What follows belongs to an exercise in optimizing a design on an open flow for small area and a short achievable clock period; a production flow would make more cautious choices.
Function was not checked in any run shown here: the RTL went through the layout flow alone.
The flow treats the clock pin as an ideal source, which a real chip does not have.
Power is estimated from default activity; no workload was simulated.

==> design.v <==
package frame_detector_pkg;
  localparam logic [15:0] HEADER_WORD  = 16'hE0E0;
  localparam logic [15:0] TRAILER_WORD = 16'h0E0E;
  localparam int          MAX_WORDS    = 8;
  localparam int          DATA_W       = MAX_WORDS * 16;
  localparam int          NSLOT        = 5;
  localparam logic [2:0]  P_SKIP  = 3'd0;
  localparam logic [2:0]  P_HUNT  = 3'd1;
  localparam logic [2:0]  P_HDR2  = 3'd2;
  localparam logic [2:0]  P_CHAN  = 3'd3;
  localparam logic [2:0]  P_BODY  = 3'd4;
  localparam logic [2:0]  P_CHECK = 3'd5;
endpackage
module frame_fifo #(
  parameter int NSLOT = 5,
  parameter int NW    = 8
) (
  input  logic             clk_in,
  input  logic [NSLOT-1:0] i_wr_sel,    
  input  logic [NW-1:0]    i_wr_word,   
  input  logic [15:0]      i_wr_data,
  input  logic             i_ch_we,
  input  logic [2:0]       i_ch,
  input  logic             i_nw_we,
  input  logic [2:0]       i_nw,
  input  logic [NSLOT-1:0] i_rd_sel,    
  input  logic [NW-1:0]    i_rd_word,   
  output logic [15:0]      o_word,
  input  logic [NSLOT-1:0] i_meta_sel,  
  output logic [2:0]       o_ch,
  output logic [2:0]       o_nw
);
  logic [15:0] r_mem [NSLOT][NW];
  logic [2:0]  r_ch  [NSLOT];
  logic [2:0]  r_nw  [NSLOT];
  always_ff @(posedge clk_in) begin
    for (int s = 0; s < NSLOT; s++) begin
      for (int k = 0; k < NW; k++) begin
        if (i_wr_sel[s] && i_wr_word[k]) r_mem[s][k] <= i_wr_data;
      end
      if (i_wr_sel[s] && i_ch_we) r_ch[s] <= i_ch;
      if (i_wr_sel[s] && i_nw_we) r_nw[s] <= i_nw;
    end
  end
  always_comb begin
    o_word = '0;
    o_ch   = '0;
    o_nw   = '0;
    for (int s = 0; s < NSLOT; s++) begin
      for (int k = 0; k < NW; k++) begin
        o_word = o_word | (r_mem[s][k] & {16{i_rd_sel[s] && i_rd_word[k]}});
      end
      o_ch = o_ch | (r_ch[s] & {3{i_meta_sel[s]}});
      o_nw = o_nw | (r_nw[s] & {3{i_meta_sel[s]}});
    end
  end
endmodule
module frame_detector #(
  parameter int FIFO_DEPTH = 4
) (
  input  logic        clk_in,
  input  logic        rst_n,
  input  logic [15:0] data_in,
  output logic        data_out_ch1, data_out_ch2, data_out_ch3, data_out_ch4,
  output logic        data_out_ch5, data_out_ch6, data_out_ch7, data_out_ch8,
  output logic        data_vld_ch1, data_vld_ch2, data_vld_ch3, data_vld_ch4,
  output logic        data_vld_ch5, data_vld_ch6, data_vld_ch7, data_vld_ch8,
  output logic        fifo_empty,
  output logic        fifo_full,
  output logic        crc_valid_o,
  output logic        crc_err
);
  localparam logic [15:0] HEADER_WORD  = frame_detector_pkg::HEADER_WORD;
  localparam logic [15:0] TRAILER_WORD = frame_detector_pkg::TRAILER_WORD;
  localparam int          MAX_WORDS    = frame_detector_pkg::MAX_WORDS;
  localparam int          NSLOT        = FIFO_DEPTH + 1;
  localparam logic [2:0]  P_SKIP       = frame_detector_pkg::P_SKIP;
  localparam logic [2:0]  P_HUNT       = frame_detector_pkg::P_HUNT;
  localparam logic [2:0]  P_HDR2       = frame_detector_pkg::P_HDR2;
  localparam logic [2:0]  P_CHAN       = frame_detector_pkg::P_CHAN;
  localparam logic [2:0]  P_BODY       = frame_detector_pkg::P_BODY;
  localparam logic [2:0]  P_CHECK      = frame_detector_pkg::P_CHECK;
  function automatic logic onehot4(input logic [3:0] x);
    onehot4 = ((x[0] ^ x[1]) && !(x[2] || x[3])) || ((x[2] ^ x[3]) && !(x[0] || x[1]));
  endfunction
  function automatic logic [15:0] crc16_step(input logic [15:0] crc, input logic [15:0] word);
    logic [15:0] c;
    c = crc ^ word;
    for (int i = 0; i < 16; i++) begin
      c = c[15] ? ({c[14:0], 1'b0} ^ 16'h1021) : {c[14:0], 1'b0};
    end
    crc16_step = c;
  endfunction
  localparam logic [15:0] CRC_GOOD = crc16_step(16'h0000, TRAILER_WORD);
  logic [15:0]      r_d;
  logic [2:0]       r_pstate, w_pnext;
  logic [3:0]       r_cnt;
  logic             r_prev_trl;
  logic [15:0]      r_crc;
  logic             w_hdr, w_trl, w_chan_ok, w_trailer, w_overflow, w_end, w_match;
  logic             w_push, w_pop;
  logic [2:0]       w_ch_enc;
  logic [MAX_WORDS-1:0] w_wr_word;
  always_ff @(posedge clk_in) r_d <= data_in;
  assign w_hdr      = (r_d == HEADER_WORD);
  assign w_trl      = (r_d == TRAILER_WORD);
  assign w_chan_ok  = (r_d[15:8] == 8'h00) &&
                      ((onehot4(r_d[3:0]) && (r_d[7:4] == 4'h0)) ||
                       (onehot4(r_d[7:4]) && (r_d[3:0] == 4'h0)));
  assign w_trailer  = w_trl && r_prev_trl;
  assign w_overflow = (r_cnt == 4'd10) || ((r_cnt == 4'd9) && !w_trl);
  assign w_end      = (r_pstate == P_BODY) && w_trailer && (r_cnt >= 4'd3);
  assign w_match    = (r_crc == CRC_GOOD);
  assign w_ch_enc   = {r_d[7] | r_d[6] | r_d[5] | r_d[4],
                       r_d[7] | r_d[6] | r_d[3] | r_d[2],
                       r_d[7] | r_d[5] | r_d[3] | r_d[1]};
  always_comb begin
    w_pnext = r_pstate;
    case (r_pstate)
      P_SKIP:  w_pnext = P_HUNT;
      P_HUNT:  if (w_hdr) w_pnext = P_HDR2;
      P_HDR2:  w_pnext = w_hdr ? P_CHAN : P_HUNT;
      P_CHAN:  w_pnext = w_chan_ok ? P_BODY : P_HUNT;
      P_BODY: begin
        if (w_trailer)       w_pnext = (r_cnt >= 4'd3) ? P_CHECK : P_HUNT;
        else if (w_overflow) w_pnext = P_HUNT;
      end
      P_CHECK: w_pnext = w_hdr ? P_HDR2 : P_HUNT;
      default: w_pnext = P_HUNT;
    endcase
  end
  always_ff @(posedge clk_in) begin
    if (!rst_n) r_pstate <= P_SKIP;
    else        r_pstate <= w_pnext;
  end
  always_ff @(posedge clk_in) begin
    r_cnt      <= (r_pstate == P_CHAN) ? 4'd0 : r_cnt + 4'd1;
    r_crc      <= (r_pstate == P_CHAN) ? 16'h0000 : crc16_step(r_crc, r_d);
    r_prev_trl <= w_trl;
  end
  always_comb begin
    for (int k = 0; k < MAX_WORDS; k++) w_wr_word[k] = (r_pstate == P_BODY) && (r_cnt == 4'(k));
  end
  logic [NSLOT-1:0]     r_wr_sel, r_rd_sel, w_sp, w_fetch_slot;
  logic                 r_empty, r_full;
  logic                 r_crc_err;
  logic                 w_one, w_three, w_busy;
  logic [MAX_WORDS-1:0] w_fetch_word;
  logic [15:0]          w_word;
  logic [2:0]           w_rd_ch, w_rd_nw;
  logic                 r_shift;
  logic [6:0]           r_b;       
  logic [2:0]           r_nw;      
  logic [14:0]          r_sh;      
  logic                 r_prev;    
  logic [7:0]           r_vld, r_out, w_rd_dec;
  logic                 r_first;
  logic                 w_more, w_wend, w_bit;
  assign w_sp = {r_rd_sel[0], r_rd_sel[NSLOT-1:1]};
  assign w_fetch_slot = r_shift ? w_sp : r_rd_sel;
  always_comb begin
    for (int k = 0; k < MAX_WORDS; k++)
      w_fetch_word[k] = r_shift ? (k > 0 && r_b[6:4] == 3'(k - 1)) : (k == 0);
  end
  assign w_busy = r_shift && (r_b[6:4] != r_nw);
  frame_fifo #(.NSLOT(NSLOT), .NW(MAX_WORDS)) u_fifo (
    .clk_in     (clk_in),
    .i_wr_sel   (r_wr_sel),
    .i_wr_word  (w_wr_word & {MAX_WORDS{!(r_full && w_busy)}}),
    .i_wr_data  (r_d),
    .i_ch_we    (r_pstate == P_CHAN),
    .i_ch       (w_ch_enc),
    .i_nw_we    (r_pstate == P_BODY),
    .i_nw       (3'(r_cnt - 4'd3)),
    .i_rd_sel   (w_fetch_slot),
    .i_rd_word  (w_fetch_word),
    .o_word     (w_word),
    .i_meta_sel (r_rd_sel),
    .o_ch       (w_rd_ch),
    .o_nw       (w_rd_nw)
  );
  assign w_push  = w_end && w_match && !r_full;
  assign w_one   = (r_wr_sel == {r_rd_sel[NSLOT-2:0], r_rd_sel[NSLOT-1]});
  assign w_three = (r_wr_sel == {r_rd_sel[NSLOT-4:0], r_rd_sel[NSLOT-1:NSLOT-3]});
  always_ff @(posedge clk_in) begin
    if (!rst_n) begin
      r_wr_sel  <= NSLOT'(1);
      r_rd_sel  <= NSLOT'(1);
      r_empty   <= 1'b1;
      r_full    <= 1'b0;
      r_crc_err <= 1'b0;
    end else begin
      if (w_push) r_wr_sel <= {r_wr_sel[NSLOT-2:0], r_wr_sel[NSLOT-1]};
      if (w_pop)  r_rd_sel <= {r_rd_sel[NSLOT-2:0], r_rd_sel[NSLOT-1]};
      if (w_push && !w_pop) begin
        r_empty <= 1'b0;
        r_full  <= w_three;
      end else if (w_pop && !w_push) begin
        r_empty <= w_one;
        r_full  <= 1'b0;
      end
      r_crc_err <= w_end && !w_match;
    end
  end
  assign w_pop    = !r_shift && !r_empty;
  assign w_wend   = (r_b[3:0] == 4'hF);
  assign w_more   = !(w_wend && (r_b[6:4] == r_nw));
  assign w_rd_dec = 8'(1) << w_rd_ch;
  assign w_bit    = (w_pop || w_wend) ? w_word[15] : r_sh[14];
  always_ff @(posedge clk_in) begin
    r_b    <= w_pop ? 7'd0 : r_b + 7'd1;
    r_sh   <= (w_pop || w_wend) ? w_word[14:0] : {r_sh[13:0], 1'b0};
    r_prev <= w_bit;
    if (w_pop) r_nw <= w_rd_nw;
  end
  always_ff @(posedge clk_in) begin
    if (!rst_n) begin
      r_shift <= 1'b0;
      r_vld   <= '0;
      r_out   <= '0;
      r_first <= 1'b0;
    end else begin
      r_first <= w_pop;
      if (w_pop) begin
        r_shift <= 1'b1;
        r_vld   <= w_rd_dec;
        r_out   <= w_rd_dec & {8{w_bit}};
      end else if (r_shift && w_more) begin
        r_out   <= r_vld & {8{w_bit ^ r_prev}};
      end else begin
        r_shift <= 1'b0;
        r_vld   <= '0;
        r_out   <= '0;
      end
    end
  end
  assign fifo_empty  = r_empty;
  assign fifo_full   = r_full;
  assign crc_valid_o = r_first;
  assign crc_err     = r_crc_err;
  assign {data_vld_ch8, data_vld_ch7, data_vld_ch6, data_vld_ch5,
          data_vld_ch4, data_vld_ch3, data_vld_ch2, data_vld_ch1} = r_vld;
  assign {data_out_ch8, data_out_ch7, data_out_ch6, data_out_ch5,
          data_out_ch4, data_out_ch3, data_out_ch2, data_out_ch1} = r_out;
endmodule
==> flow/run.sh <==
#!/bin/bash
# Standard layout, with timing repair asked to reach a shorter period than the
# clock's (same SDC and constraints; only the optimisation target is tighter).
set -euo pipefail
bash standard.sh SETUP_SLACK_MARGIN=10.4 finish > standard_finish.log 2>&1
==> standard.sh <==
#!/bin/bash
# synth_recipe.tcl (not shown) runs the flow's synth.tcl, then flattens the netlist and writes it again
# the make line also repeats each setting of config.mk as NAME=value (left out here)
make -C /OpenROAD-flow-scripts/flow DESIGN_CONFIG=/design/flow/config.mk WORK_HOME=/design/flow/orfs CLKGATE_MAP_FILE= SYNTH_SCRIPT=/design/flow/synth_recipe.tcl "${@:-finish}"
==> config.mk <==
export PLATFORM = sky130hd
export DESIGN_NAME = frame_detector
export DESIGN_NICKNAME = frame_detector
export VERILOG_FILES = /design/flow/design.v
export SDC_FILE = /design/flow/constraint.sdc
export NUM_CORES = 4
export LEC_CHECK = 0
export CAP_MARGIN = 20
export CORE_MARGIN = 2
export CORE_UTILIZATION = 40
export PLACE_DENSITY = 0.6
export SLEW_MARGIN = 20
==> constraint.sdc <==
create_clock -name core_clock -period 14.0 [get_ports {clk_in}]
set_input_delay 2.8000 -clock core_clock [delete_from_list [all_inputs] [get_ports {clk_in}]]
set_output_delay 2.8000 -clock core_clock [all_outputs]
set_load 0.01 [all_outputs]
==> results of run 1 <==
[logic make-up (layout without fill, tap and decap cells)]
family          after synthesis  count (layout)  share of synthesized area [%]
flops                       767             767                           77.9
simple gates                385             385                           7.14
compound gates              369             369                           10.5
buf+inv                      98             295                           1.37
xor+xnor                     67              67                           2.07
fa+ha+maj                    14              14                          0.618
mux                           9               9                          0.340
[power by group through the flow]
| stage | logic (mW) | registers [mW] | clock network, mW |
|---|---|---|---|
| after global routing | 0.468 | 2.56 | 2.22 |
| after global placement | 0.410 | 2.60 | 0 |
| after detailed placement | 0.419 | 2.61 | 0 |
| final | 0.418 | 2.56 | 2.11 |
| after CTS | 0.422 | 2.56 | 2.13 |
| after floorplan | 0.333 | 2.61 | 0 |
[per-stage QoR]
step	power [mW]	hold WS [ps]	utilization [%]	setup WS, ps
floorplan	2.94	413	-	10410
global placement	3.01	424	43.2	9120
finish	5.08	445	47.0	10110
detailed placement	3.03	437	43.2	9080
global route	5.25	467	47.0	10080
CTS	5.11	450	47.0	10080
[worst min-delay path by stage]
stage,start,end,cells after the start
floorplan,r_b[0]$_SDFF_PP0_,r_b[0]$_SDFF_PP0_,1
global placement,r_b[0]$_SDFF_PP0_,r_b[0]$_SDFF_PP0_,1
detailed placement,r_b[0]$_SDFF_PP0_,r_b[0]$_SDFF_PP0_,1
CTS,r_b[0]$_SDFF_PP0_,r_b[0]$_SDFF_PP0_,1
global route,r_sh[12]$_DFF_P_,r_sh[13]$_DFF_P_,1
finish,r_b[0]$_SDFF_PP0_,r_b[0]$_SDFF_PP0_,1
[cell usage in the layout, fill, tap and decap left out, types with 23 or more instances in the layout]
master	Yosys	final
edfxtp_1	673	673
buf_4	0	95
dfxtp_2	0	30
nand2_1	77	77
and2_1	44	41
xnor2_1	51	51
nand3_1	54	54
dfxtp_1	94	63
clkbuf_16	0	81
a221oi_1	67	67
nor2_1	80	75
nand4_1	38	38
a22o_1	41	41
a22oi_1	180	180
clkbuf_1	66	23
[flip-flops by register name (all words and copies together) (netlist names)]
name,cells
u_fifo.r_mem,640
r_crc,16
r_d,16
r_sh,15
u_fifo.r_ch,15
u_fifo.r_nw,15
r_out,8
r_vld,8
r_b,7
r_rd_sel,5
r_wr_sel,5
r_cnt,4
r_nw,3
r_pstate,3
r_crc_err,1
r_empty,1
r_first,1
r_full,1
r_prev,1
r_prev_trl,1
r_shift,1
[timing repair]
action                                  in CTS  in global routing
buffers inserted                             2                  0
endpoints found under the setup margin     131                111
gates resized for setup                    117                 12
[per-layer routing]
metal | GRT usage (%) | vias up | share of wire, %
met2 | 37.6 | 1049 | 46
met3 | 5.14 | 162 | 11
met1 | 32.5 | 8962 | 39
li1 | - | 7173 | -
met5 | 0.724 | - | 0.079
met4 | 8.00 | 2 | 3.1
[final cells by class]
cell class / instances / area [um^2] / area share, %
Sequential cell: 767 / 22100 / 67.1
Multi-Input combinational cell: 844 / 5920 / 17.9
Clock buffer: 110 / 2200 / 6.66
Tap cell: 940 / 1180 / 3.57
Timing Repair Buffer: 132 / 1080 / 3.28
Clock inverter: 35 / 414 / 1.26
Inverter: 18 / 67.6 / 0.205
==> run_results.csv, run 1 <==
group,metric,value,unit
drt,num_vias,17300,
power_and_ir_drop,leakage,10.6,nW
drt,firstDrtPassIters,5,
synthesis,synth_top_area_cell,"edfxtp_1",
worst_setup_path,cp_top_family,"flip-flops",
clocking,cts.sinks,767,
synthesis,synth.area.top_cells,"edfxtp_1, dfxtp_1, a22oi_1",
drt,drt-vias-per-instance,6.10,
worst_setup_path,crit_path_top_delay_cell,"dfxtp_4",
power_and_ir_drop,switching_power,1.14,mW
worst_setup_path,crit_chain,"buf_6",
worst_setup_path,cp_max_fo,2,
timing,drv_slew,0,
worst_setup_path,required,11200,ps
timing,fin_crit_sh,27.8,%
synthesis,synth_nets,1741,
clocking,cts_root_buf,"clkbuf_16",
worst_setup_path,crit_path_end_kind,"output port",
worst_setup_path,cp-start-kind,"flip-flop",
global_routing,grt_pass1_vias,16500,
synthesis,synth_top_area_share,71.3,%
synthesis,ys_seq_area_share,77.9,%
floorplan,initial_core_util,40.4,%
power_and_ir_drop,clockPowerShare,41.5,%
power_and_ir_drop,seqPwrFrac,50.3,%
run,maxCapViolations,0,
placed_design,gp_congestion,0.850,
worst_setup_path,crit_start,"r_full$_SDFFE_PN0P_",
floorplan,chipWidth,270,um
placed_design,placedCellCount,2699,
worst_setup_path,r2r_slack,10360,ps
finish,fillerInstances,6086,
clocking,clk_pin_slew_worst_paths,60,ps
placed_design,numPortBuffers,37,
global_routing,grt_pass1_wl,123,mm
drt,drtIter0Drc,2481,
global_routing,grt_usage,23.7,%
worst_setup_path,max_stage_delay,350,ps
floorplan,io_pins,38,
finish,drive_above_1_share,15.3,%
floorplan,rows,97,
timing,max-slew-margin-rel,10.1,%
synthesis,syn_area_per_cell,16.6,um^2
clocking,cts_tree,"yes",
drt,routed_wl,87.9,mm
synthesis,netlist_instances,1709,
worst_hold_path,hp-class,"flip-flop to flip-flop",
clocking,insertion_delay,640,ps
finish,area_growth,16.4,%
power_and_ir_drop,p_sw_share,22.3,%
global_routing,antenna_found_initial,1,
synthesis,synth_ff_type,"edfxtp_1",
placed_design,post-dp-hpwl,51.8,mm
worst_setup_path,timing.rr.end,"r_sh[8]$_DFF_P_",
finish,diodes,0,
synthesis,synth_common_cells,"edfxtp_1, a22oi_1, dfxtp_1",
finish,layout.nets,1874,
synthesis,synthArstFlopShare,0,%
worst_setup_path,crit_end,"fifo_full",
worst_setup_path,reg2reg_from,"r_b[5]$_SDFF_PP0_",
timing,period_minus_slack,3890,ps
synthesis,netlist_area,28300,um^2
run_status,outcome,"finished clean",
clocking,cts_buffer_depth,3,
synthesis,yosysWarnings,5,
drt,final_antenna_net_count,0,
drt,drcViolationCount,0,
worst_setup_path,path_buf_inv,1,
synthesis,synth_enable_flop_cells,673,
floorplan,die_y,270,um
synthesis,yosysMostFrequentCell,"edfxtp_1",
synthesis,synth_cell_types,65,
timing,rsz0062_at_grt,"yes",
power_and_ir_drop,power_density,154,nW/um^2
placed_design,placed_area,30300,um^2
floorplan,core_area,70100,um^2
clocking,cts_max_level,3,
timing,finalSetupViolations,0,
timing,worstMarginPinSlew,1340,ps
timing,final.setup.tns,0,ps
clocking,cts_hold_buf,0,
global_routing,overflow,0,
worst_setup_path,crit_type,"flip-flop to output port",
drt,wl_per_cell,30.9,um
timing,finalHoldViolations,0,
synthesis,ys_seq_elements,767,
clocking,cts_buffers,79,
finish,layout.cells.non_filler,2846,
worst_setup_path,r2r_cells,8,
timing,skew,33.2,ps
finish,finish.instance_area,33000,um^2
worst_setup_path,worstPathArrival,1090,ps
worst_setup_path,timing.critical_path.depth,1,
timing,clock.fmax,257,MHz
power_and_ir_drop,pwr-share-comb,8.2,%
power_and_ir_drop,peakVddDrop,0.000222,V
floorplan,die_area,73000,um^2
global_routing,grt_max_degree,44,
power_and_ir_drop,internal-power,3.95,mW
==> run 2: changes to the inputs <==
==> flow/run.sh (replaced) <==
#!/bin/bash
# Standard layout, with timing repair asked to reach a shorter period than the
# clock's (same SDC and constraints; only the optimisation target is tighter).
set -euo pipefail
bash standard.sh SETUP_SLACK_MARGIN=10.4 CTS_CLUSTER_SIZE=30 CTS_CLUSTER_DIAMETER=150 finish > standard_finish.log 2>&1
==> run 2 against run 1 <==
Against the previous run:
- clock power is 49% lower
- die area is the same
- synthesized cell count did not move
- fmax is 1.1% lower
- power is 20% lower
- critical path type unchanged
- largest power group unchanged
- highest routed layer unchanged
==> run_results.csv, run 2 <==
group,metric,value,unit
worst_setup_path,max_stage_delay,370,ps
clocking,insertion_delay,640,ps
drt,drt-vias-per-instance,6.15,
drt,routed_wl,86.7,mm
synthesis,netlist_instances,1709,
clocking,cts_hold_buf,0,
drt,final_antenna_net_count,0,
synthesis,synth_nets,1741,
floorplan,core_area,70100,um^2
clocking,cts_tree,"yes",
synthesis,yosysWarnings,5,
synthesis,syn_area_per_cell,16.6,um^2
clocking,cts_root_buf,"clkbuf_16",
worst_setup_path,worstPathArrival,1140,ps
timing,fin_crit_sh,28.1,%
finish,largest_register,"u_fifo.r_mem",
timing,drv_slew,0,
finish,reg.largest.list,"u_fifo.r_mem x640, r_crc x16, r_d x16",
timing,worstMarginPinSlew,1240,ps
floorplan,chipWidth,270,um
finish,largest_reg_flops,640,
finish,layout_commonest_cell,"edfxtp_1",
timing,period_minus_slack,3940,ps
floorplan,rows,97,
floorplan,die_area,73000,um^2
synthesis,synthArstFlopShare,0,%
power_and_ir_drop,power_density,130,nW/um^2
worst_setup_path,cp-start-kind,"flip-flop",
floorplan,die_y,270,um
run_status,outcome,"finished clean",
clocking,cts.sinks,767,
clocking,cts_max_level,1,
placed_design,numPortBuffers,37,
finish,drive_above_1_share,11.5,%
synthesis,synth_enable_flop_cells,673,
synthesis,synth_ff_type,"edfxtp_1",
synthesis,synth_common_cells,"edfxtp_1, a22oi_1, dfxtp_1",
finish,layout_common_cells,"edfxtp_1, a22oi_1, buf_4",
global_routing,grt_pass1_wl,120,mm
placed_design,gp_congestion,0.850,
placed_design,placed_area,30300,um^2
global_routing,overflow,0,
synthesis,synth_top_area_share,71.3,%
drt,drcViolationCount,0,
timing,whs,453,ps
finish,layout.nets,1824,
worst_setup_path,cp_max_fo,2,
drt,wl_per_cell,31.5,um
finish,diodes,0,
synthesis,ys_seq_area_share,77.9,%
worst_setup_path,cp_top_family,"flip-flops",
power_and_ir_drop,peakVddDrop,0.000222,V
worst_setup_path,crit_type,"flip-flop to output port",
run,maxCapViolations,0,
global_routing,grt_pass1_vias,15800,
synthesis,yosysMostFrequentCell,"edfxtp_1",
synthesis,netlist_area,28300,um^2
clocking,cts_buffer_depth,3,
clocking,clk_pin_slew_worst_paths,120,ps
worst_setup_path,path_buf_inv,1,
timing,rsz0062_at_grt,"yes",
drt,drtIter0Drc,2674,
global_routing,grt_max_degree,44,
worst_setup_path,crit_path_end_kind,"output port",
synthesis,synth_cell_types,65,
drt,num_vias,16900,
timing,final.setup.tns,0,ps
placed_design,post-dp-hpwl,51.8,mm
clocking,cts_buffers,29,
floorplan,io_pins,38,
timing,skew,20.4,ps
floorplan,initial_core_util,40.4,%
timing,finalSetupViolations,0,
synthesis,synth.area.top_cells,"edfxtp_1, dfxtp_1, a22oi_1",
timing,finalHoldViolations,0,
global_routing,grt_usage,23.2,%
global_routing,antenna_found_initial,3,
worst_setup_path,crit_path_top_delay_cell,"dfxtp_4",
drt,firstDrtPassIters,7,
synthesis,synth_top_area_cell,"edfxtp_1",
power_and_ir_drop,leakage,9.78,nW
worst_setup_path,crit_chain,"buf_6",
timing,clock.fmax,254,MHz
worst_setup_path,required,11200,ps
finish,area_growth,10.1,%
finish,finish.instance_area,31200,um^2
worst_hold_path,hp-class,"flip-flop to flip-flop",
worst_setup_path,r2r_slack,10410,ps
timing,max-slew-margin-rel,16.2,%
synthesis,ys_seq_elements,767,
## run 2: cell count changes in the layout (fill, tap and decap cells not counted), sizes merged
cell      change
clkbuf       -58
clkinv       -22
bufinv        -7
clkinvlp      -5
## run 2: cells by family (layout without fill, tap and decap cells)
family	after synthesis	after routing	synth area share [%]
AO/OA/AOI/OAI	369	369	10.5
XOR/XNOR	67	67	2.07
adder cells (fa/ha/maj)	14	14	0.618
buffers and inverters	98	203	1.37
flip-flops	767	767	77.9
multiplexers	9	9	0.340
AND/OR/NAND/NOR	385	385	7.14
## run 2: power by group
| group | leakage (nW) | internal [mW] | total, mW | switching, mW |
|---|---|---|---|---|
| sequential | 6.81 | 2.52 | 2.55 | 0.0299 |
| combinational | 2.57 | 0.188 | 0.419 | 0.231 |
| clock | 0.392 | 0.402 | 1.08 | 0.674 |
| total | 9.78 | 3.11 | 4.05 | 0.934 |
## run 2: what timing repair did
item                       4_1_cts  5_1_grt
setup endpoints to repair      136       69
setup buffers                    2        0
resized for setup              117       12
## run 2: cell type report
cell class              instances  area (um^2)
repair buffers                132         1070
inverters                      18         67.6
flip-flops and latches        767        22100
clock inverters                 1         16.3
multi-input cells             844         5920
well taps                     940         1180
clock buffers                  52          812
fillers                      6234        38900
## run 2: per-stage QoR
step                      cells  utilization (%)  total power, mW  setup slack (ps)
after floorplan            1709                -             2.94             10410
after global placement     2699             43.2             3.01              9120
after detailed placement   2699             43.2             3.03              9080
after CTS                  2754             44.4             4.06             10040
after global routing       2754             44.5             4.18             10040
final                      2754             44.5             4.05             10060
## run 2: path summary, 6_finish.rpt
path / to / cells past startpoint / from
setup / recovery: fifo_full / 1 / r_full$_SDFFE_PN0P_
hold / removal: r_b[0]$_SDFF_PP0_ / 1 / r_b[0]$_SDFF_PP0_
setup reg to reg: r_sh[8]$_DFF_P_ / 9 / r_shift$_SDFFE_PN0P_
hold reg to reg: r_b[0]$_SDFF_PP0_ / 1 / r_b[0]$_SDFF_PP0_
## run 2: routing by layer
metal	vias to the layer above	track usage [%]	routed length [um]	share of wire [%]
met4	2	7.31	3360	3.9
met2	1029	36.9	39600	46
met5	-	0	13	0.015
li1	7024	-	-	-
met1	8723	31.9	34200	39
met3	154	5.05	9470	11
==> run 3: changes to the inputs <==
==> flow/run.sh (replaced) <==
#!/bin/bash
set -euo pipefail
bash standard.sh SETUP_SLACK_MARGIN=10.4 CTS_CLUSTER_SIZE=30 CTS_CLUSTER_DIAMETER=150 CORE_UTILIZATION=60 PLACE_DENSITY=0.75 finish > standard_finish.log 2>&1
==> run 3 against run 2 <==
Against the previous run:
- design area decreased by 1.5%
- worst setup slack improved by 42 ps
- critical path type unchanged
- area after synthesis unchanged
- register-to-register slack improved by 80 ps
- combinational power increased by 2%
- highest routed layer is now met4
- global-route usage increased by 10 points
- die area decreased by 33%
- core utilization increased by 22 points
- still clean
==> run_results.csv, run 3 <==
group,metric,value,unit
clocking,cts_buffers,29,
placed_design,placed_area,29800,um^2
timing,worstMarginPinSlew,1190,ps
synthesis,syn_area_per_cell,16.6,um^2
finish,layout.cells.non_filler,2418,
worst_setup_path,crit_chain,"buf_6",
worst_setup_path,reg2reg_from,"r_rd_sel[1]$_SDFFE_PN0P_",
drt,drcViolationCount,0,
drt,drt-vias-per-instance,7.15,
worst_setup_path,path_buf_inv,1,
worst_hold_path,holdPathStages,1,
clocking,cts_root_buf,"clkbuf_16",
finish,reg.largest.list,"u_fifo.r_mem x640, r_crc x16, r_d x16",
placed_design,numPortBuffers,37,
finish,final_core_util,66.0,%
floorplan,core_area,46600,um^2
placed_design,gp_congestion,0.877,
finish,regArea,22100,um^2
finish,layout_common_cells,"edfxtp_1, a22oi_1, buf_4",
worst_setup_path,required,11200,ps
synthesis,synth_cell_types,65,
synthesis,ys_seq_area_share,77.9,%
worst_setup_path,crit_path_end_kind,"output port",
floorplan,initial_core_util,60.9,%
run,maxCapViolations,0,
timing,period_minus_slack,3890,ps
global_routing,grt_max_degree,44,
placed_design,post-dp-hpwl,47.6,mm
timing,fin_crit_sh,27.8,%
worst_hold_path,holdPathEnd,"r_b[0]$_SDFF_PP0_",
timing,rsz0062_at_grt,"yes",
global_routing,grt_use_met3,7.57,%
worst_setup_path,cp_top_family,"flip-flops",
floorplan,die_y,221,um
power_and_ir_drop,leakage,9.75,nW
global_routing,grt_usage,33.2,%
global_routing,grt_pass1_vias,16800,
timing,max-slew-margin-rel,20.4,%
timing,finalHoldViolations,0,
synthesis,synthArstFlopShare,0,%
power_and_ir_drop,total_power,4.03,mW
finish,multi_input_area,5910,um^2
finish,area_growth,8.41,%
power_and_ir_drop,peakVddDrop,0.000291,V
finish,drive_above_1_share,10.8,%
global_routing,grt_pass1_wl,117,mm
clocking,cts_tree,"yes",
floorplan,io_pins,38,
worst_hold_path,hp-class,"flip-flop to flip-flop",
worst_setup_path,crit_path_top_delay_cell,"dfxtp_4",
drt,wl_per_cell,33.7,um
timing,final.setup.tns,0,ps
placed_design,placedCellCount,2360,
clocking,clk_pin_slew_worst_paths,110,ps
worst_setup_path,crit_type,"flip-flop to output port",
finish,largest_reg_flops,640,
global_routing,antenna_found_initial,0,
synthesis,synth_nets,1741,
timing,skew,21.0,ps
worst_hold_path,min_from,"r_b[0]$_SDFF_PP0_",
global_routing,met2_usage,51.9,%
worst_setup_path,max_stage_delay,360,ps
finish,finish.instance_area,30700,um^2
floorplan,die_area,49000,um^2
synthesis,yosysMostFrequentCell,"edfxtp_1",
synthesis,yosysWarnings,5,
worst_setup_path,r2r_slack,10490,ps
global_routing,grtUsageMet1,44.9,%
drt,firstDrtPassIters,6,
worst_setup_path,timing.rr.end,"r_sh[14]$_DFF_P_",
synthesis,synth_top_area_cell,"edfxtp_1",
finish,largest_register,"u_fifo.r_mem",
worst_setup_path,worstPathArrival,1090,ps
clocking,cts_buffer_depth,3,
synthesis,synth_top_area_share,71.3,%
finish,fillerInstances,3124,
run_status,outcome,"finished clean",
timing,drv_slew,0,
synthesis,synth.area.top_cells,"edfxtp_1, dfxtp_1, a22oi_1",
worst_setup_path,cp-start-kind,"flip-flop",
synthesis,netlist_instances,1709,
clocking,cts_max_level,1,
floorplan,rows,79,
drt,routed_wl,81.5,mm
synthesis,ys_seq_elements,767,
clocking,cts.sinks,767,
timing,finalSetupViolations,0,
synthesis,synth_common_cells,"edfxtp_1, a22oi_1, dfxtp_1",
drt,drtIter0Drc,3160,
finish,layout_commonest_cell,"edfxtp_1",
worst_setup_path,r2r_cells,8,
synthesis,synth_ff_type,"edfxtp_1",
global_routing,grt_busiest_layer,"met2",
clocking,insertion_delay,640,ps
synthesis,synth_enable_flop_cells,673,
global_routing,overflow,0,
floorplan,chipWidth,221,um
finish,layout.nets,1820,
synthesis,netlist_area,28300,um^2
power_and_ir_drop,power_density,131,nW/um^2
drt,num_vias,17300,
drt,final_antenna_net_count,0,
timing,clock.fmax,257,MHz
worst_setup_path,cp_max_fo,2,
-- run 3: cell counts after synthesis --
Identical to the previous run, type by type.
-- run 3: power by group --
group	internal, mW	switching (mW)	total, mW
registers	2.52	0.0203	2.54
logic	0.189	0.240	0.428
clock network	0.401	0.656	1.06
total	3.11	0.916	4.03
-- run 3: timing repair --
item	CTS	global route
buffers inserted	3	1
endpoints found under the setup margin	137	160
endpoints found under the hold margin	0	0
gates resized for setup	116	9
hold buffers	0	0
-- run 3: final cells by class --
class                      instances  area share (%)
sequential                       767            72.0
tap                              607            2.47
multi-input combinational        844            19.2
inverter                          18           0.220
clock inverter                     1          0.0529
antenna                            1         0.00814
timing repair buffer             128            3.36
clock buffer                      52            2.64
-- run 3: worst register-to-register path: cells and delay by family, from the launching register on --
kind | cells | cell delay (ps)
buf+inv | 1 | 350
simple gates | 4 | 1610
flops | 1 | 920
compound gates | 3 | 530
-- run 3: kinds of logic (layout without fill, tap and decap cells) --
group,after synthesis,in the layout,share of synthesized area (%)
DFF,767,767,77.9
and+or+nand+nor,385,385,7.14
AOI/OAI and AO/OA,369,369,10.5
buffers and inverters,98,199,1.37
xor gates and xnor gates,67,67,2.07
adders and majority gates,14,14,0.618
muxes,9,9,0.340
other,0,1,0
-- run 3: worst max-delay path by stage --
stage,from,endpoint,slack (ps),cells after the start
floorplan,rst_n,r_out[0]$_SDFF_PN0_,10410,4
global placement,rst_n,r_out[5]$_SDFF_PN0_,9170,5
detailed placement,rst_n,r_out[6]$_SDFF_PN0_,9120,5
CTS,r_full$_SDFFE_PN0P_,fifo_full,10070,1
global route,r_full$_SDFFE_PN0P_,fifo_full,10080,1
finish,r_full$_SDFFE_PN0P_,fifo_full,10110,1
-- run 3: layer usage --
metal	wire (um)	part of all wire, %	vias to the layer above
li1	-	-	7001
met1	28000	34	8594
met2	37400	46	1420
met3	11300	14	274
met4	4760	5.8	0
met5	0	0	-
-- run 3: per-stage QoR --
stage                     hold WS, ps  setup WS (ps)
after floorplan                   413          10410
after global placement            427           9170
after detailed placement          435           9120
after CTS                         453          10070
after global routing              479          10080
final                             452          10110
==> run 4: changes to the inputs <==
==> flow/run.sh (replaced) <==
#!/bin/bash
set -euo pipefail
bash standard.sh SETUP_SLACK_MARGIN=10.4 CTS_CLUSTER_SIZE=25 CTS_CLUSTER_DIAMETER=100 CORE_UTILIZATION=60 PLACE_DENSITY=0.75 finish > standard_finish.log 2>&1
==> run 4 against run 3 <==
Against the previous run:
- critical path type unchanged
- combinational power is essentially flat
- critical path depth unchanged
- highest routed layer unchanged
- still clean on timing, DRC and antenna
- clock power grew 12%
- non-clock buffer count unchanged
==> run_results.csv, run 4 <==
group,metric,value,unit
synthesis,synthArstFlopShare,0,%
finish,largest_reg_flops,640,
synthesis,synthMuxAreaShare,0.340,%
drt,wl_per_cell,33.7,um
synthesis,netlist_area,28300,um^2
drt,firstDrtPassIters,6,
worst_setup_path,reg2reg_from,"r_rd_sel[1]$_SDFFE_PN0P_",
floorplan,rows,79,
worst_setup_path,cp-start-kind,"flip-flop",
drt,drcViolationCount,0,
worst_setup_path,timing.rr.end,"r_sh[14]$_DFF_P_",
synthesis,synth-xor-area-share,2.07,%
worst_setup_path,cp_top_family,"flip-flops",
drt,num_vias,17400,
clocking,cts_buffers,36,
global_routing,grt_pass1_wl,117,mm
clocking,cts_max_level,2,
floorplan,die_area,49000,um^2
global_routing,grt_usage,33.4,%
clocking,cts_buffer_depth,3,
synthesis,synth_top_area_cell,"edfxtp_1",
clocking,cts.sinks,767,
synthesis,ys_seq_elements,767,
synthesis,yosys.area_share.simple,7.14,%
finish,final_core_util,66.5,%
synthesis,synth_ff_type,"edfxtp_1",
synthesis,yosysMostFrequentCell,"edfxtp_1",
timing,skew,35.9,ps
synthesis,netlist_instances,1709,
synthesis,synth_nets,1741,
clocking,clk_pin_slew_worst_paths,100,ps
clocking,cts_tree,"yes",
timing,finalSetupViolations,0,
worst_setup_path,crit_path_end_kind,"output port",
worst_hold_path,min_from,"r_b[0]$_SDFF_PP0_",
run_status,outcome,"finished clean",
drt,final_antenna_net_count,0,
placed_design,numPortBuffers,37,
finish,layout.nets,1827,
worst_hold_path,hp-class,"flip-flop to flip-flop",
drt,drtIter0Drc,3423,
placed_design,placed_area,29800,um^2
timing,drv_slew,0,
worst_setup_path,r2r_slack,10460,ps
worst_setup_path,cp_max_fo,2,
global_routing,overflow,0,
placed_design,gp_congestion,0.877,
worst_setup_path,r2r_cells,8,
synthesis,ys_seq_area_share,77.9,%
synthesis,synth-compound-area-share,10.5,%
timing,clock.fmax,258,MHz
global_routing,grt_pass1_vias,16900,
power_and_ir_drop,total_power,4.16,mW
floorplan,chipWidth,221,um
floorplan,io_pins,38,
timing,fin_crit_sh,27.6,%
worst_setup_path,worstPathArrival,1070,ps
worst_setup_path,required,11200,ps
worst_setup_path,crit_chain,"buf_6",
synthesis,syn_area_per_cell,16.6,um^2
synthesis,synth_enable_flop_cells,673,
clocking,insertion_delay,620,ps
power_and_ir_drop,peakVddDrop,0.000268,V
finish,diodes,0,
timing,finalHoldViolations,0,
global_routing,grt_max_degree,44,
finish,layout_common_cells,"edfxtp_1, a22oi_1, buf_4",
drt,routed_wl,81.9,mm
drt,drt-vias-per-instance,7.17,
floorplan,initial_core_util,60.9,%
run,maxCapViolations,0,
floorplan,core_area,46600,um^2
worst_setup_path,path_buf_inv,1,
timing,worstMarginPinSlew,1230,ps
worst_hold_path,holdPathStages,1,
timing,rsz0062_at_grt,"yes",
synthesis,synth_top_area_share,71.3,%
timing,final.setup.tns,0,ps
finish,reg.largest.list,"u_fifo.r_mem x640, r_crc x16, r_d x16",
finish,area_growth,9.17,%
finish,finish.instance_area,30900,um^2
worst_hold_path,holdPathEnd,"r_b[0]$_SDFF_PP0_",
finish,layout_commonest_cell,"edfxtp_1",
synthesis,synth.area.top_cells,"edfxtp_1, dfxtp_1, a22oi_1",
synthesis,synth_cell_types,65,
synthesis,synth_common_cells,"edfxtp_1, a22oi_1, dfxtp_1",
clocking,cts_root_buf,"clkbuf_16",
synthesis,synth_top_family_by_area,"compound AO/OA/AOI/OAI gates",
synthesis,yosysWarnings,5,
finish,drive_above_1_share,11.2,%
finish,largest_register,"u_fifo.r_mem",
power_and_ir_drop,leakage,9.85,nW
global_routing,antenna_found_initial,1,
worst_setup_path,crit_type,"flip-flop to output port",
synthesis,synth_fa_ha_area_share,0.618,%
floorplan,die_y,221,um
timing,period_minus_slack,3870,ps
power_and_ir_drop,power_density,135,nW/um^2
worst_setup_path,crit_path_top_delay_cell,"dfxtp_4",
timing,whs,450,ps
placed_design,post-dp-hpwl,47.6,mm
worst_setup_path,max_stage_delay,360,ps
timing,max-slew-margin-rel,17.9,%
[run 4: cell counts after synthesis]
Identical to the previous run, type by type.
[run 4: per-stage QoR]
| stage | std cells | worst slack [ps] |
|---|---|---|
| finish | 2430 | 10130 |
| floorplan | 1709 | 10410 |
| detailed placement | 2360 | 9120 |
| CTS | 2429 | 10100 |
| global route | 2430 | 10110 |
| global placement | 2360 | 9170 |
[run 4: power breakdown]
group          switching (mW)  total (mW)  internal (mW)
clock network           0.693        1.19          0.500
logic                   0.238       0.427          0.189
registers              0.0198        2.54           2.52
[run 4: worst register-to-register path: stages (launching register included)]
cell and delay [ps]:
dfxtp_1 900, nand2_1 320, nor2_1 1020, buf_4 350, a22o_1 170, a221oi_1 50
nand3_1 200, nor4_1 90, a21oi_1 310
[run 4: cell families (layout without fill, tap and decap cells)]
logic type | after synthesis | in the layout
multiplexers | 9 | 9
adder cells (fa/ha/maj) | 14 | 14
buffers and inverters | 98 | 212
AO/OA/AOI/OAI | 369 | 369
AND/OR/NAND/NOR | 385 | 385
flip-flops | 767 | 767
XOR/XNOR | 67 | 67
[run 4: repair_timing]
action	4_1_cts	5_1_grt
endpoints found under the setup margin	139	186
hold endpoints to repair	0	0
hold buffers	0	0
setup buffers	3	1
resized for setup	114	9
[run 4: how the worst max path moves through the flow]
stage,start,end,slack [ps],cells past startpoint
after floorplan,rst_n,r_out[0]$_SDFF_PN0_,10410,4
after global placement,rst_n,r_out[5]$_SDFF_PN0_,9170,5
after detailed placement,rst_n,r_out[6]$_SDFF_PN0_,9120,5
after CTS,r_full$_SDFFE_PN0P_,fifo_full,10100,1
after global routing,r_full$_SDFFE_PN0P_,fifo_full,10110,1
final,r_full$_SDFFE_PN0P_,fifo_full,10130,1
[run 4: layer usage]
metal	vias up	share of wire [%]	GRT usage, %
li1	7030	-	-
met5	-	0	0
met2	1538	46	51.6
met1	8567	34	45.3
met4	0	6.0	17.1
met3	299	14	7.34
[run 4: layout make-up]
class	instances	area, um^2
clock buffer	62	998
clock inverter	4	57.6
fill	3083	15600
inverter	18	67.6
multi-input combinational	844	5910
sequential	767	22100
tap	607	759
timing repair buffer	128	1030
==> run 5: changes to the inputs <==
==> flow/run.sh (replaced) <==
#!/bin/bash
set -euo pipefail
bash standard.sh SETUP_SLACK_MARGIN=10.4 CTS_CLUSTER_SIZE=25 CTS_CLUSTER_DIAMETER=100 CORE_UTILIZATION=75 PLACE_DENSITY=0.85 finish > standard_finish.log 2>&1
==> run 5 against run 4 <==
Against the previous run:
- first-iteration DRC count rose by 6.4%
- register-to-register slack got worse by 110 ps
- worst hold slack improved by 9.3 ps
- critical path depth did not move
- sequential power barely moved
- routed wire length rose by 1.3%
- design area fell by 0.46%
- sequential share of layout area rose by 0.35 points
- via count rose by 3.0%
- non-clock buffer count fell by 9
- power fell by 0.41%
==> run_results.csv, run 5 <==
group,metric,value,unit
run_status,outcome,"finished clean",
worst_setup_path,required,11200,ps
timing,finalSetupViolations,0,
timing,max-slew-margin-rel,8.49,%
worst_setup_path,cp-start-kind,"flip-flop",
clocking,cts_max_level,2,
clocking,clk_pin_slew_worst_paths,90,ps
global_routing,grtUsageMet1,55.8,%
floorplan,rows,71,
synthesis,netlist_instances,1709,
timing,period_minus_slack,3820,ps
synthesis,synth_common_cells,"edfxtp_1, a22oi_1, dfxtp_1",
worst_setup_path,r2r_cells,6,
run,maxCapViolations,0,
worst_setup_path,crit_type,"flip-flop to output port",
finish,layout.nets,1818,
finish,reg.largest.list,"u_fifo.r_mem x640, r_crc x16, r_d x16",
power_and_ir_drop,seqPwrFrac,61.6,%
synthesis,synth_nets,1741,
power_and_ir_drop,pwr-share-comb,10.2,%
global_routing,grt_use_met3,14.7,%
finish,final_core_util,82.4,%
worst_setup_path,crit_path_end_kind,"output port",
worst_setup_path,cp_top_family,"flip-flops",
global_routing,grt_usage,43.0,%
clocking,cts_buffers,36,
global_routing,grt_pass1_vias,17400,
finish,layout_common_cells,"edfxtp_1, a22oi_1, buf_4",
power_and_ir_drop,leakage,9.81,nW
timing,worstMarginPinSlew,1370,ps
clocking,insertion_delay,560,ps
drt,drcViolationCount,0,
global_routing,grt_busiest_layer,"met2",
synthesis,ys_seq_area_share,77.9,%
floorplan,die_area,39400,um^2
finish,finish.instance_area,30800,um^2
worst_setup_path,crit_path_top_delay_cell,"dfxtp_4",
finish,largest_reg_flops,640,
timing,fin_crit_sh,27.3,%
worst_setup_path,timing.rr.end,"r_sh[6]$_DFF_P_",
worst_setup_path,worstPathArrival,1020,ps
timing,skew,20.5,ps
worst_setup_path,max_stage_delay,360,ps
global_routing,grt_max_degree,44,
synthesis,synthArstFlopShare,0,%
worst_setup_path,path_buf_inv,1,
finish,fillerInstances,1763,
power_and_ir_drop,peakVddDrop,0.000270,V
clocking,cts_root_buf,"clkbuf_16",
synthesis,synth_top_area_cell,"edfxtp_1",
worst_setup_path,crit_end,"fifo_full",
drt,wl_per_cell,35.7,um
power_and_ir_drop,p_sw_share,22.4,%
synthesis,syn_area_per_cell,16.6,um^2
floorplan,core_area,37400,um^2
synthesis,synth_top_area_share,71.3,%
worst_setup_path,timing.critical_path.depth,1,
floorplan,initial_core_util,75.8,%
timing,final.setup.tns,0,ps
clocking,cts_hold_buf,0,
synthesis,ys_seq_elements,767,
floorplan,chipWidth,198,um
placed_design,gp_congestion,0.944,
clocking,cts.sinks,767,
global_routing,grt_pass1_wl,117,mm
worst_setup_path,crit_start,"r_full$_SDFFE_PN0P_",
finish,area_growth,8.67,%
timing,rsz0062_at_grt,"yes",
drt,firstDrtPassIters,8,
clocking,cts_buffer_depth,3,
floorplan,io_pins,38,
power_and_ir_drop,internal-power,3.22,mW
synthesis,synth_cell_types,65,
placed_design,numPortBuffers,37,
power_and_ir_drop,clockPowerShare,28.2,%
drt,final_antenna_net_count,0,
worst_setup_path,reg2reg_from,"r_rd_sel[0]$_SDFFE_PN1P_",
synthesis,synth_ff_type,"edfxtp_1",
placed_design,post-dp-hpwl,47.4,mm
timing,clock.fmax,262,MHz
timing,drv_slew,0,
global_routing,antenna_found_initial,0,
timing,finalHoldViolations,0,
floorplan,die_y,198,um
timing,final.setup.worst_slack,10180,ps
worst_setup_path,r2r_slack,10350,ps
synthesis,netlist_area,28300,um^2
worst_setup_path,crit_chain,"buf_6",
synthesis,yosysMostFrequentCell,"edfxtp_1",
synthesis,synth_enable_flop_cells,673,
power_and_ir_drop,total_power,4.15,mW
global_routing,overflow,0,
finish,drive_above_1_share,11.6,%
worst_hold_path,hp-class,"flip-flop to flip-flop",
worst_setup_path,cp_max_fo,2,
synthesis,yosysWarnings,5,
synthesis,synth.area.top_cells,"edfxtp_1, dfxtp_1, a22oi_1",
power_and_ir_drop,switching_power,0.930,mW
placed_design,dp_slack,9120,ps
clocking,cts_tree,"yes",
drt,routed_wl,83.0,mm
finish,largest_register,"u_fifo.r_mem",
drt,num_vias,18000,
finish,layout_commonest_cell,"edfxtp_1",
power_and_ir_drop,power_density,135,nW/um^2
drt,drtIter0Drc,3643,
global_routing,met2_usage,64.5,%
drt,drt-vias-per-instance,7.73,
placed_design,placed_area,29700,um^2
run 5: cell counts after synthesis:
No cell type changed its count.
run 5: worst min path at each step:
stage	from	endpoint	slack, ps	cells past startpoint
floorplan	r_b[0]$_SDFF_PP0_	r_b[0]$_SDFF_PP0_	410	1
global placement	r_b[0]$_SDFF_PP0_	r_b[0]$_SDFF_PP0_	420	1
finish	r_sh[8]$_DFF_P_	r_sh[9]$_DFF_P_	460	1
detailed placement	r_sh[8]$_DFF_P_	r_sh[9]$_DFF_P_	440	1
CTS	r_sh[8]$_DFF_P_	r_sh[9]$_DFF_P_	460	1
global route	r_sh[8]$_DFF_P_	r_sh[9]$_DFF_P_	480	1
run 5: power by group through the flow:
stage	registers [mW]	clock network (mW)	logic, mW
after floorplan	2.61	0	0.333
after global placement	2.60	0	0.407
after detailed placement	2.60	0	0.423
after CTS	2.55	1.16	0.427
after global routing	2.56	1.23	0.483
final	2.55	1.17	0.423
run 5: cell families after synthesis:
group                      after synthesis  synth area share, %
AOI/OAI and AO/OA                      369                 10.5
xor gates and xnor gates                67                 2.07
adders and majority gates               14                0.618
buffers and inverters                   98                 1.37
DFF                                    767                 77.9
muxes                                    9                0.340
and+or+nand+nor                        385                 7.14
run 5: per-layer routing:
| metal | wire length [um] | part of all wire [%] | vias to the layer above |
|---|---|---|---|
| met2 | 37400 | 45 | 1918 |
| met5 | 0 | 0 | - |
| li1 | - | - | 7022 |
| met1 | 25500 | 31 | 8588 |
| met4 | 5740 | 6.9 | 0 |
| met3 | 14400 | 17 | 429 |
run 5: stage by stage:
step / hold slack [ps] / instances
6_report: 459 / 2323
3_5_place_dp: 439 / 2254
4_1_cts: 461 / 2320
3_3_place_gp: 425 / 2254
5_1_grt: 479 / 2322
2_1_floorplan: 413 / 1709
run 5: what timing repair did:
| item | CTS | global route |
|---|---|---|
| setup buffers | 3 | 2 |
| endpoints found under the setup margin | 166 | 90 |
| resized for setup | 123 | 11 |
run 5: area by class of cell:
cell class	instances	area, um^2	area share, %
Multi-Input combinational cell	844	5940	19.3
Clock inverter	1	8.76	0.0284
Inverter	18	67.6	0.219
Timing Repair Buffer	119	990	3.21
Clock buffer	62	1020	3.31
Tap cell	511	639	2.08
Sequential cell	767	22100	71.8
Antenna cell	1	2.50	0.00812
==> run 6: changes to the inputs <==
--- a/design.v
+++ b/design.v
@@ -5,10 +5,9 @@
   localparam int          DATA_W       = MAX_WORDS * 16;
   localparam int          NSLOT        = 5;
-  localparam logic [2:0]  P_SKIP  = 3'd0;
-  localparam logic [2:0]  P_HUNT  = 3'd1;
-  localparam logic [2:0]  P_HDR2  = 3'd2;
-  localparam logic [2:0]  P_CHAN  = 3'd3;
-  localparam logic [2:0]  P_BODY  = 3'd4;
-  localparam logic [2:0]  P_CHECK = 3'd5;
+  localparam logic [2:0]  P_HUNT  = 3'd0;
+  localparam logic [2:0]  P_HDR2  = 3'd1;
+  localparam logic [2:0]  P_CHAN  = 3'd2;
+  localparam logic [2:0]  P_BODY  = 3'd3;
+  localparam logic [2:0]  P_CHECK = 3'd4;
 endpackage
 module frame_fifo #(
@@ -75,5 +74,4 @@
   localparam int          MAX_WORDS    = frame_detector_pkg::MAX_WORDS;
   localparam int          NSLOT        = FIFO_DEPTH + 1;
-  localparam logic [2:0]  P_SKIP       = frame_detector_pkg::P_SKIP;
   localparam logic [2:0]  P_HUNT       = frame_detector_pkg::P_HUNT;
   localparam logic [2:0]  P_HDR2       = frame_detector_pkg::P_HDR2;
@@ -92,6 +90,6 @@
     crc16_step = c;
   endfunction
-  localparam logic [15:0] CRC_GOOD = crc16_step(16'h0000, TRAILER_WORD);
-  logic [15:0]      r_d;
+  localparam logic [15:0] CRC_GOOD = crc16_step(crc16_step(16'h0000, TRAILER_WORD), TRAILER_WORD);
+  logic [15:0]      w_d;    
   logic [2:0]       r_pstate, w_pnext;
   logic [3:0]       r_cnt;
@@ -102,21 +100,20 @@
   logic [2:0]       w_ch_enc;
   logic [MAX_WORDS-1:0] w_wr_word;
-  always_ff @(posedge clk_in) r_d <= data_in;
-  assign w_hdr      = (r_d == HEADER_WORD);
-  assign w_trl      = (r_d == TRAILER_WORD);
-  assign w_chan_ok  = (r_d[15:8] == 8'h00) &&
-                      ((onehot4(r_d[3:0]) && (r_d[7:4] == 4'h0)) ||
-                       (onehot4(r_d[7:4]) && (r_d[3:0] == 4'h0)));
+  assign w_d = data_in;
+  assign w_hdr      = (w_d == HEADER_WORD);
+  assign w_trl      = (w_d == TRAILER_WORD);
+  assign w_chan_ok  = (w_d[15:8] == 8'h00) &&
+                      ((onehot4(w_d[3:0]) && (w_d[7:4] == 4'h0)) ||
+                       (onehot4(w_d[7:4]) && (w_d[3:0] == 4'h0)));
   assign w_trailer  = w_trl && r_prev_trl;
   assign w_overflow = (r_cnt == 4'd10) || ((r_cnt == 4'd9) && !w_trl);
-  assign w_end      = (r_pstate == P_BODY) && w_trailer && (r_cnt >= 4'd3);
+  assign w_end      = (r_pstate == P_CHECK);
   assign w_match    = (r_crc == CRC_GOOD);
-  assign w_ch_enc   = {r_d[7] | r_d[6] | r_d[5] | r_d[4],
-                       r_d[7] | r_d[6] | r_d[3] | r_d[2],
-                       r_d[7] | r_d[5] | r_d[3] | r_d[1]};
+  assign w_ch_enc   = {w_d[7] | w_d[6] | w_d[5] | w_d[4],
+                       w_d[7] | w_d[6] | w_d[3] | w_d[2],
+                       w_d[7] | w_d[5] | w_d[3] | w_d[1]};
   always_comb begin
     w_pnext = r_pstate;
     case (r_pstate)
-      P_SKIP:  w_pnext = P_HUNT;
       P_HUNT:  if (w_hdr) w_pnext = P_HDR2;
       P_HDR2:  w_pnext = w_hdr ? P_CHAN : P_HUNT;
@@ -131,10 +128,10 @@
   end
   always_ff @(posedge clk_in) begin
-    if (!rst_n) r_pstate <= P_SKIP;
+    if (!rst_n) r_pstate <= P_HUNT;
     else        r_pstate <= w_pnext;
   end
   always_ff @(posedge clk_in) begin
     r_cnt      <= (r_pstate == P_CHAN) ? 4'd0 : r_cnt + 4'd1;
-    r_crc      <= (r_pstate == P_CHAN) ? 16'h0000 : crc16_step(r_crc, r_d);
+    r_crc      <= (r_pstate == P_CHAN) ? 16'h0000 : crc16_step(r_crc, w_d);
     r_prev_trl <= w_trl;
   end
@@ -168,5 +165,5 @@
     .i_wr_sel   (r_wr_sel),
     .i_wr_word  (w_wr_word & {MAX_WORDS{!(r_full && w_busy)}}),
-    .i_wr_data  (r_d),
+    .i_wr_data  (w_d),
     .i_ch_we    (r_pstate == P_CHAN),
     .i_ch       (w_ch_enc),
==> flow/run.sh (replaced) <==
#!/bin/bash
set -euo pipefail
export FLOW_CLK_PORT=clk_in
bash standard.sh SETUP_SLACK_MARGIN=10.4 CTS_CLUSTER_SIZE=25 CTS_CLUSTER_DIAMETER=100 CORE_UTILIZATION=60 PLACE_DENSITY=0.75  finish > standard_finish.log 2>&1
==> run 6 against run 5 <==
Against the previous run:
- largest power group unchanged
- core utilization is 14 points lower
- first-iteration DRC count fell by 10%
- non-clock buffer count is 56 higher
- sequential cell count fell by 16
- power grew 7.9%
- area after synthesis down 0.68%
==> run_results.csv, run 6 <==
group,metric,value,unit
placed_design,post-dp-hpwl,47.6,mm
clocking,cts_buffers,36,
finish,layout.cells.non_filler,2516,
drt,final_antenna_net_count,0,
global_routing,grt_usage,36.5,%
global_routing,grt_pass1_vias,17100,
synthesis,netlist_instances,1755,
floorplan,die_area,48700,um^2
worst_setup_path,crit_path_end_kind,"flip-flop",
floorplan,chipWidth,221,um
drt,drtIter0Drc,3280,
synthesis,synthArstFlopShare,0,%
run,maxCapViolations,0,
finish,largest_register,"u_fifo.r_mem",
synthesis,synth_common_cells,"edfxtp_1, a22oi_1, nand2_1",
drt,firstDrtPassIters,6,
worst_hold_path,holdPathEnd,"r_b[0]$_SDFF_PP0_",
clocking,clk_pin_slew_worst_paths,100,ps
timing,finalHoldViolations,0,
worst_setup_path,cp-start-kind,"input port",
worst_hold_path,min_from,"r_b[0]$_SDFF_PP0_",
synthesis,synth_enable_flop_cells,673,
drt,wl_per_cell,34.9,um
clocking,cts_max_level,2,
finish,area_growth,13.6,%
finish,layout_commonest_cell,"edfxtp_1",
synthesis,syn_area_per_cell,16.0,um^2
worst_hold_path,holdPathStages,1,
synthesis,synth_nets,1787,
floorplan,rows,79,
global_routing,grt_max_degree,44,
run_status,outcome,"finished clean",
finish,layout_common_cells,"edfxtp_1, a22oi_1, nand2_1",
timing,final.setup.tns,0,ps
worst_setup_path,cp_max_fo,3,
placed_design,numPortBuffers,37,
synthesis,synth_ff_type,"edfxtp_1",
synthesis,yosysWarnings,5,
finish,largest_reg_flops,640,
drt,drt-vias-per-instance,7.15,
clocking,cts_root_buf,"clkbuf_16",
synthesis,synth.area.top_cells,"edfxtp_1, a22oi_1, dfxtp_1",
global_routing,antenna_found_initial,1,
global_routing,overflow,0,
placed_design,placedCellCount,2394,
timing,rsz0062_at_grt,"yes",
placed_design,gp_congestion,0.877,
floorplan,core_area,46500,um^2
worst_setup_path,r2r_slack,10470,ps
worst_setup_path,r2r_cells,7,
timing,skew,35.1,ps
timing,worstMarginPinSlew,1190,ps
timing,fin_crit_sh,28.2,%
floorplan,initial_core_util,60.6,%
global_routing,grt_pass1_wl,122,mm
worst_setup_path,required,14500,ps
power_and_ir_drop,power_density,140,nW/um^2
power_and_ir_drop,peakVddDrop,0.000126,V
worst_hold_path,hp-class,"flip-flop to flip-flop",
floorplan,io_pins,38,
timing,drv_slew,0,
drt,routed_wl,87.9,mm
synthesis,synth_top_area_share,71.8,%
clocking,insertion_delay,620,ps
worst_setup_path,worstPathArrival,4450,ps
worst_setup_path,reg2reg_from,"r_b[6]$_SDFF_PP0_",
synthesis,ys_seq_elements,751,
finish,diodes,0,
synthesis,yosysMostFrequentCell,"edfxtp_1",
synthesis,synth_top_area_cell,"edfxtp_1",
timing,finalSetupViolations,0,
clocking,cts_buffer_depth,3,
synthesis,ys_seq_area_share,77.3,%
synthesis,synth_cell_types,63,
drt,num_vias,18000,
power_and_ir_drop,leakage,10.6,nW
worst_setup_path,timing.rr.end,"u_fifo.r_mem[30][14]$_DFFE_PP_",
finish,layout.nets,1916,
timing,max-slew-margin-rel,20.3,%
clocking,cts.sinks,751,
finish,reg.largest.list,"u_fifo.r_mem x640, r_crc x16",
timing,clock.fmax,253,MHz
clocking,cts_tree,"yes",
synthesis,netlist_area,28200,um^2
drt,drcViolationCount,0,
finish,drive_above_1_share,16.2,%
floorplan,die_y,221,um
worst_setup_path,crit_type,"input port to flip-flop",
timing,period_minus_slack,3950,ps
==> run 6: worst max-delay path by stage <==
stage / start / endpoint / cells after the start
2_1_floorplan: data_in[14] / r_pstate[0]$_SDFFE_PN0P_ / 7
3_3_place_gp: data_in[15] / r_pstate[1]$_SDFFE_PN0P_ / 9
3_5_place_dp: data_in[4] / r_pstate[0]$_SDFFE_PN0P_ / 10
4_1_cts: data_in[14] / r_pstate[0]$_SDFFE_PN0P_ / 9
5_1_grt: data_in[14] / r_pstate[0]$_SDFFE_PN0P_ / 9
6_report: data_in[14] / r_pstate[0]$_SDFFE_PN0P_ / 9
==> run 6: kinds of logic (layout without fill, tap and decap cells) <==
kind of cell,count (synthesis),in the layout,synth area share [%]
adders and majority gates,14,14,0.622
muxes,3,3,0.124
and+or+nand+nor,417,417,7.56
xor gates and xnor gates,67,67,2.08
AOI/OAI and AO/OA,404,404,10.8
DFF,751,751,77.3
buffers and inverters,99,253,1.46
==> run 6: worst max-delay path, stage by stage <==
cell,delay (ps)
buf_8,100
buf_12,120
or4_4,530
or3_4,370
inv_2,70
nand2_2,60
o311ai_4,80
o31ai_2,120
o21a_1,190
==> run 6: area by class of cell <==
class,count,area [um^2]
tap,607,759
sequential,751,21800
timing repair buffer,175,1850
multi-input combinational,905,6460
inverter,15,56.3
fill,2983,14500
clock buffer,60,991
clock inverter,3,55.1
==> run 6: through the flow <==
| stage | utilization (%) | power [mW] | area (um^2) | hold slack, ps | worst slack [ps] |
|---|---|---|---|---|---|
| floorplan | - | 2.97 | 28400 | 413 | 9780 |
| global placement | 64.0 | 3.04 | 29700 | 420 | 8990 |
| detailed placement | 64.0 | 3.06 | 29700 | 438 | 8940 |
| CTS | 68.1 | 4.37 | 31600 | 457 | 9990 |
| global route | 68.8 | 4.60 | 32000 | 488 | 10010 |
| finish | 68.8 | 4.47 | 32000 | 465 | 10050 |
==> run 6: what timing repair did <==
| item | 4_1_cts | 5_1_grt |
|---|---|---|
| setup buffers | 37 | 11 |
| gates resized for setup | 190 | 47 |
| setup endpoints to repair | 155 | 43 |
| hold buffers | 0 | 0 |
| cloned | 9 | 2 |
| pin swaps | 22 | 20 |
==> run 6: power by group <==
group / switching, mW / internal, mW
registers: 0.0342 / 2.47
clock network: 0.683 / 0.498
logic: 0.349 / 0.433
==> run 6: metal layers <==
layer	vias up	share of wire (%)	track usage (%)
li1	7215	-	-
met1	8818	33	48.5
met2	1588	45	54.9
met3	361	16	11.0
met4	2	6.4	19.0
met5	-	0.015	0
==> run 7: changes to the inputs <==
==> flow/run.sh (replaced) <==
#!/bin/bash
set -euo pipefail
export FLOW_CLK_PORT=clk_in
bash standard.sh SETUP_SLACK_MARGIN=10.4 CTS_CLUSTER_SIZE=25 CTS_CLUSTER_DIAMETER=100 CORE_UTILIZATION=60 PLACE_DENSITY=0.75 POST_CTS_TCL=$PWD/flow/post_cts.tcl finish > standard_finish.log 2>&1
==> flow/post_cts.tcl (new file) <==
set block [ord::get_db_block]
set clk_net [$block findNet $::env(FLOW_CLK_PORT)]
set iterms [$clk_net getITerms]
if {[llength $iterms] == 1} {
  set root [[lindex $iterms 0] getInst]
  set master [[$root getMaster] getName]
  set out_net [[$root findITerm X] getNet]
  set sinks {}
  foreach it [$out_net getITerms] {
    if {[$it getInst] ne $root} { lappend sinks $it }
  }
  set ok [expr {[string match "*clkbuf*" $master] && [llength $sinks] <= 4}]
  foreach it $sinks {
    if {![string match "*clkbuf*" [[[$it getInst] getMaster] getName]]} { set ok 0 }
  }
  if {$ok} {
    puts "post_cts: removing root buffer [$root getName] ($master), port now feeds [llength $sinks] buffers"
    foreach it $sinks {
      $it disconnect
      $it connect $clk_net
    }
    odb::dbInst_destroy $root
    odb::dbNet_destroy $out_net
  } else {
    puts "post_cts: root buffer kept"
  }
}
==> run 7 against run 6 <==
Against the previous run:
- still clean on timing, DRC and antenna
- global-route usage down 0.23 points
- design area about the same
- worst setup slack worse by 220 ps
- combinational power fell by 1%
- clock power is essentially flat
- count of clock-buffer cells in the layout is 1 lower
- clock skew down 5.1 ps
- synthesized cell count stayed put
- critical path type unchanged
==> run_results.csv, run 7 <==
group,metric,value,unit
finish,layout.cells.non_filler,2520,
timing,finalSetupViolations,0,
worst_setup_path,cp-start-kind,"input port",
synthesis,synth.area.top_cells,"edfxtp_1, a22oi_1, dfxtp_1",
drt,firstDrtPassIters,7,
synthesis,synth_ff_type,"edfxtp_1",
power_and_ir_drop,switching_power,1.04,mW
finish,drive_above_1_share,16.3,%
global_routing,grt_usage,36.2,%
timing,max-slew-margin-rel,18.0,%
global_routing,grt_max_degree,44,
global_routing,grt_pass1_vias,17000,
finish,finish.instance_area,32000,um^2
clocking,cts_tree,"yes",
floorplan,rows,79,
clocking,insertion_delay,410,ps
placed_design,numPortBuffers,37,
placed_design,gp_congestion,0.877,
clocking,cts.sinks,751,
drt,drtIter0Drc,3373,
timing,skew,30.0,ps
global_routing,met2_usage,55.4,%
timing,finalHoldViolations,0,
timing,whs,464,ps
synthesis,synth_top_area_cell,"edfxtp_1",
finish,layout_common_cells,"edfxtp_1, a22oi_1, nand2_1",
finish,area_growth,13.7,%
power_and_ir_drop,p_sw_share,23.5,%
global_routing,overflow,0,
timing,drv_slew,0,
floorplan,die_area,48700,um^2
timing,period_minus_slack,4170,ps
placed_design,placed_area,29700,um^2
drt,drt-vias-per-instance,7.18,
global_routing,grt_busiest_layer,"met2",
global_routing,grtUsageMet1,48.9,%
finish,largest_register,"u_fifo.r_mem",
timing,rsz0062_at_grt,"yes",
power_and_ir_drop,seqPwrFrac,56.7,%
timing,worstMarginPinSlew,1230,ps
floorplan,die_y,221,um
synthesis,yosysWarnings,5,
worst_setup_path,worstPathArrival,4460,ps
power_and_ir_drop,power_density,138,nW/um^2
drt,final_antenna_net_count,0,
finish,layout.nets,1920,
timing,clock.fmax,240,MHz
finish,fillerInstances,2987,
power_and_ir_drop,pwr-share-comb,17.4,%
synthesis,syn_area_per_cell,16.0,um^2
finish,largest_reg_flops,640,
synthesis,ys_seq_elements,751,
power_and_ir_drop,internal-power,3.39,mW
synthesis,synth_enable_flop_cells,673,
worst_setup_path,crit_type,"input port to flip-flop",
clocking,clk_pin_slew_worst_paths,100,ps
floorplan,initial_core_util,60.6,%
power_and_ir_drop,clockPowerShare,25.9,%
synthesis,synth_cell_types,63,
floorplan,chipWidth,221,um
global_routing,grt_pass1_wl,122,mm
worst_setup_path,required,14290,ps
run_status,outcome,"finished clean",
timing,fin_crit_sh,29.8,%
floorplan,io_pins,38,
placed_design,post-dp-hpwl,47.6,mm
global_routing,antenna_found_initial,1,
placed_design,placedCellCount,2394,
worst_hold_path,hp-class,"flip-flop to flip-flop",
finish,layout_commonest_cell,"edfxtp_1",
synthesis,synth_nets,1787,
-- run 7: layout make-up --
class | instances | area [um^2] | share of cell area [%]
clock buffers | 59 | 966 | 3.02
clock inverters | 3 | 55.1 | 0.172
inverters | 15 | 56.3 | 0.176
multi-input cells | 905 | 6440 | 20.1
flip-flops and latches | 751 | 21800 | 68.1
well taps | 607 | 759 | 2.37
repair buffers | 180 | 1930 | 6.03
-- run 7: logic make-up (layout without fill, tap and decap cells) --
logic type / count (synthesis) / in the layout / synth area share, %
compound gates: 404 / 404 / 10.8
xor+xnor: 67 / 67 / 2.08
fa+ha+maj: 14 / 14 / 0.622
buf+inv: 99 / 257 / 1.46
flops: 751 / 751 / 77.3
mux: 3 / 3 / 0.124
simple gates: 417 / 417 / 7.56
-- run 7: layer usage --
layer / share of wire, % / wire, um / vias up
li1: - / - / 7227
met1: 33 / 29400 / 8904
met2: 45 / 39800 / 1649
met3: 16 / 13700 / 320
met4: 5.7 / 4990 / 2
met5: 0.015 / 13 / -
-- run 7: final timing paths --
check                              to  slack [ps]  cells past startpoint
min                 r_b[0]$_SDFF_PP0_         460                      1
max          r_pstate[0]$_SDFFE_PN0P_        9830                      9
min reg2reg         r_b[0]$_SDFF_PP0_         460                      1
max reg2reg          r_sh[14]$_DFF_P_       10520                      7
-- run 7: per-stage QoR --
step / worst slack [ps] / util [%]
after detailed placement: 8940 / 64.0
final: 9830 / 68.9
after global placement: 8990 / 64.0
after floorplan: 9780 / -
after global routing: 9800 / 68.9
-- run 7: power by group through the flow --
stage	Sequential, mW	Combinational, mW	Clock (mW)
detailed placement	2.55	0.507	0
floorplan	2.55	0.419	0
global route	2.51	0.828	1.21
global placement	2.55	0.489	0
finish	2.51	0.771	1.15
-- run 7: worst max-delay path, cell delays in order --
cell,delay (ps)
buf_8,100
buf_12,120
or4_4,530
or3_4,370
inv_2,80
nand2_2,60
o311ai_4,80
o31ai_2,120
o21a_1,190

separate check: timing with driven ports:
The flow's constraints put no driver on any port. The routed layouts listed below were extracted and timed again, unchanged, in two steps. Step 1, drivers: a clkbuf_16 drives clk_in and a buf_2 each remaining input, both assumed. Step 2 times the ports against the registers' clock, not the clock port: input delays grow and output delays shrink by t, the midpoint of the rising clock arrivals with the driver on. Three values: ideal, step 1, step 2; two values: the first two.
run	shift t [ns]	setup slack, ns
run 1	0.683	10.108 / 10.045 / 9.916
run 2	0.702	10.064 / 9.995 / 9.918
run 3	0.682	10.107 / 10.046 / 9.919
run 4	0.664	10.130 / 10.070 / 9.924
run 5	0.607	10.183 / 10.126 / 9.932
run 6	0.655	10.051 / 10.058 / 9.404
run 7	0.506	9.834 / 9.901 / 9.395
After both steps every run listed still meets setup and hold.
